From an optimization exercise on the open Yosys and OpenROAD flow, aimed at small area; shortcuts taken in it are not production practice.
In this exercise RTL edits were held to simulation tests only and were not proved equivalent to the original.

xenon:
// complex_butterfly_bfp
module complex_butterfly_bfp #(
  parameter int IWL1    = 16,
  parameter int IWL2    = 16,
  parameter int OWL     = 16,
  parameter int LATENCY = 4,
  parameter int EXPW    = 5
) (
  input  logic            clk,
  input  logic            rst,
  input  logic            strb_in,
  input  logic [1:0]      mode,
  input  logic [IWL1-1:0] din1_re,
  input  logic [IWL1-1:0] din1_im,
  input  logic [IWL2-1:0] din2_re,
  input  logic [IWL2-1:0] din2_im,
  input  logic [IWL1-1:0] din3_re,
  input  logic [IWL1-1:0] din3_im,
  input  logic            stage_clr,
  input  logic            frame_start,
  output logic [OWL-1:0]  dout1_re,
  output logic [OWL-1:0]  dout1_im,
  output logic [OWL-1:0]  dout2_re,
  output logic [OWL-1:0]  dout2_im,
  output logic            strb_out,
  output logic            sat_out,
  output logic            grow,
  output logic [EXPW-1:0] blk_exp,
  output logic            busy,
  ...
==> flow/config.mk <==
export PLATFORM = sky130hd
export DESIGN_NAME = complex_butterfly_bfp
export DESIGN_NICKNAME = complex_butterfly_bfp
export VERILOG_FILES = /design/flow/design.v
export SDC_FILE = /design/flow/constraint.sdc
export NUM_CORES = 4
export LEC_CHECK = 0
export ABC_AREA = 1
export CAP_MARGIN = 0
export CORE_MARGIN = 2
export CORE_UTILIZATION = 75
export SLEW_MARGIN = 0
export SYNTH_HIERARCHICAL = 1
export SYNTH_MINIMUM_KEEP_SIZE = 0
==> flow/constraint.sdc <==
create_clock -name core_clock -period 11.0 [get_ports {clk}]
set_input_delay 2.2000 -clock core_clock [delete_from_list [all_inputs] [get_ports {clk}]]
set_output_delay 2.2000 -clock core_clock [all_outputs]
set_load 0.01 [all_outputs]
standard.sh (not shown) runs the stock make flow with config.mk's settings and CLKGATE_MAP_FILE= SYNTH_SCRIPT=/design/flow/synth_recipe.tcl, a recipe that flattens the netlist after the stock synthesis.
==> flow/flow/run.sh <==
#!/bin/bash
# The standard ORFS layout (standard.sh) with these changes:
#  - synthesis is the standard flow's own script, except that ABC maps with area-oriented scripts
#    (flow/abc_leaf.script and flow/abc_area.script, hooked in by flow/abc_override.tcl);
#  - the ports are buffered with the platform's smallest buffer (buf_1) instead of the
#    delay buffer that buffer_ports picks by default;
#  - clock tree synthesis clusters the flip-flops into groups of at most 10 driven by clkbuf_4
#    and inserts no dummy loads.
set -euo pipefail
W=$(pwd)
export BUFFER_PORTS_ARGS="-buffer_cell sky130_fd_sc_hd__buf_1"
export CTS_ARGS="-sink_clustering_enable -repair_clock_nets -dont_use_dummy_load -sink_clustering_size 8 -sink_clustering_max_diameter 25 -buf_list {sky130_fd_sc_hd__clkbuf_2 sky130_fd_sc_hd__clkbuf_4}"
export MY_ABC_SCRIPT=$W/flow/abc_area.script
export MY_ABC_LEAF_SCRIPT=$W/flow/abc_leaf.script
{ head -n 1 synth_recipe.tcl; cat flow/abc_override.tcl; tail -n +2 synth_recipe.tcl; } > area_synth.tcl
sed "s#SYNTH_SCRIPT=[^ ]*#SYNTH_SCRIPT=$W/area_synth.tcl#" standard.sh > area_synth.sh
bash area_synth.sh synth > synth_flow.log 2>&1
bash standard.sh > standard_flow.log 2>&1
==> flow/flow/abc_area.script <==
strash
dc2
dch -f
map -a
mfs2
strash
dch -f
map -a
topo
stime -c
==> flow/flow/abc_leaf.script <==
strash
dc2
dch -f
amap
==> flow/flow/abc_override.tcl <==
# Inserted into the standard flow's synthesis script (synth_recipe.tcl) after its first line. Only the
# final ABC technology mapping changes: the small gate modules (bao22, bao222n, bnand2) are
# mapped first with flow/abc_leaf.script (ABC's area mapper amap), then the rest of the design
# with flow/abc_area.script (area-oriented map). Everything else, including the flip-flop
# mapping, stays as in the standard flow's synthesis.
rename synth ::synth_recipe
proc synth {args} {
  ::synth_recipe {*}$args
  if { [info commands ::orig_abc] eq "" } {
    rename ::abc ::orig_abc
    proc ::abc {args} {
      set i [lsearch -exact $args -script]
      if { $i >= 0 } {
        set leaf [lreplace $args $i [expr {$i + 1}] -script $::env(MY_ABC_LEAF_SCRIPT)]
        puts "abc with flow/abc_leaf.script: $leaf bao22 bao222n bnand2"
        ::orig_abc {*}$leaf bao22 bao222n bnand2
        set args [lreplace $args $i [expr {$i + 1}] -script $::env(MY_ABC_SCRIPT)]
      }
      puts "abc with flow/abc_area.script: $args"
      ::orig_abc {*}$args
    }
  }
}
xenon did not stop at any stage, and its layout met the timing, DRC and antenna checks.
Edits applied to the flow inputs when going from xenon to zinc:
Settings: changing CORE_UTILIZATION from 75 to 60.
==> flow/flow/run.sh <==
#!/bin/bash
# The standard ORFS layout (standard.sh) with these changes:
#  - synthesis is the standard flow's own script, except that ABC maps with area-oriented scripts
#    (flow/abc_leaf.script and flow/abc_area.script, hooked in by flow/abc_override.tcl);
#  - the ports are buffered with the platform's smallest buffer (buf_1) instead of the
#    delay buffer that buffer_ports picks by default;
#  - clock tree synthesis clusters the flip-flops into larger groups driven by clkbuf_8
#    and inserts no dummy loads.
set -euo pipefail
W=$(pwd)
export BUFFER_PORTS_ARGS="-buffer_cell sky130_fd_sc_hd__buf_1"
export CTS_ARGS="-sink_clustering_enable -repair_clock_nets -dont_use_dummy_load -sink_clustering_size 10 -sink_clustering_max_diameter 30 -buf_list sky130_fd_sc_hd__clkbuf_4"
export MY_ABC_SCRIPT=$W/flow/abc_area.script
export MY_ABC_LEAF_SCRIPT=$W/flow/abc_leaf.script
{ head -n 1 synth_recipe.tcl; cat flow/abc_override.tcl; tail -n +2 synth_recipe.tcl; } > area_synth.tcl
sed "s#SYNTH_SCRIPT=[^ ]*#SYNTH_SCRIPT=$W/area_synth.tcl#" standard.sh > area_synth.sh
bash area_synth.sh synth > synth_flow.log 2>&1
bash standard.sh > standard_flow.log 2>&1
==> flow/flow/abc_area.script <==
strash
dch -f
map -a
mfs2
strash
dch -f
map -a
topo
stime -c
## What came out
- Die area up 25% in zinc wrt xenon
- Delta (zinc minus xenon): wire length now sits lower; cell area increased by 1.0% relative to the old numbers; clock period minus worst slack climbed 0.13 ns; number of multi-input combinational cells moved up; share of the cycle needed by the critical path after routing grew by 1.2 points.
- The top routing layer in use comes out met5 in one run and met4 in the other, namely in zinc and xenon respectively.
- Routed metal-1 wire length (higher): zinc
- Max mean post-synth cell area across xenon and zinc: xenon
- zinc leaves less setup margin than xenon.
#### Input delta (garnet over zinc)
Settings: swapping 60 for 70 in CORE_UTILIZATION.
-- flow/flow/run.sh --
<<< zinc, line 5
#  - the ports are buffered with the platform's smallest buffer (buf_1) instead of the
#    delay buffer that buffer_ports picks by default;
#  - clock tree synthesis clusters the flip-flops into larger groups driven by clkbuf_8
#    and inserts no dummy loads.
set -euo pipefail
>>> garnet, line 5
#  - the ports are buffered with the platform's smallest buffer (buf_1) instead of the
#    delay buffer that buffer_ports picks by default;
#  - clock tree synthesis clusters the flip-flops into groups of at most 10 driven by clkbuf_4
#    and inserts no dummy loads.
set -euo pipefail
==> flow/flow/abc_area.script <==
strash
dc2
dch -f
map -a
mfs2
strash
dch -f
map -a
topo
stime -c
Startpoint of the most critical setup path = sh1[1]: garnet; startpoint of the most critical setup path = sh1[0]: zinc
zinc → garnet: cell count shrank by 154.
Post-route fraction of the period consumed by the critical path (garnet over zinc): increase, 1.4 points
Higher via count was reported by garnet, not zinc.
In the tables for zinc and garnet, clock buffer count from CTS reads lower with garnet.
Worst endpoint data arrival time, zinc and garnet: higher on garnet
Non-clock buffer count in garnet is 5 above zinc.
Sort zinc and garnet by summed area of non-filler cells in the final layout, ascending, and garnet comes first.
Number of antenna cells inserted came out lower on garnet than on zinc.

[re-timing with driven ports]
Ports are ideal in the flow. The routed layouts listed here were re-timed in OpenROAD.
Step 1 (the two cells are an assumption about what drives the block):
set clk [get_ports {clk}]
set_driving_cell -lib_cell sky130_fd_sc_hd__clkbuf_16 $clk
set_driving_cell -lib_cell sky130_fd_sc_hd__buf_2 [delete_from_list [all_inputs] $clk]
Step 2 also shifts input and output timing later by t, the mid clock arrival at the registers, as if the neighbouring blocks saw the same clock.
a / b / c = ideal ports / drivers / drivers and shift; a / b = the first two.
run | t, ns | slack for setup (ns) | clock arrival spread, ns
xenon | 0.657 | 1.007 / 1.007 / 1.007 | 0.104 / 0.104
zinc | 0.637 | 0.878 / 0.878 / 0.878 | 0.093 / 0.093
garnet | 0.655 | 0.725 / 0.725 / 0.725 | 0.056 / 0.056
After both steps setup and hold are still met in every run listed.
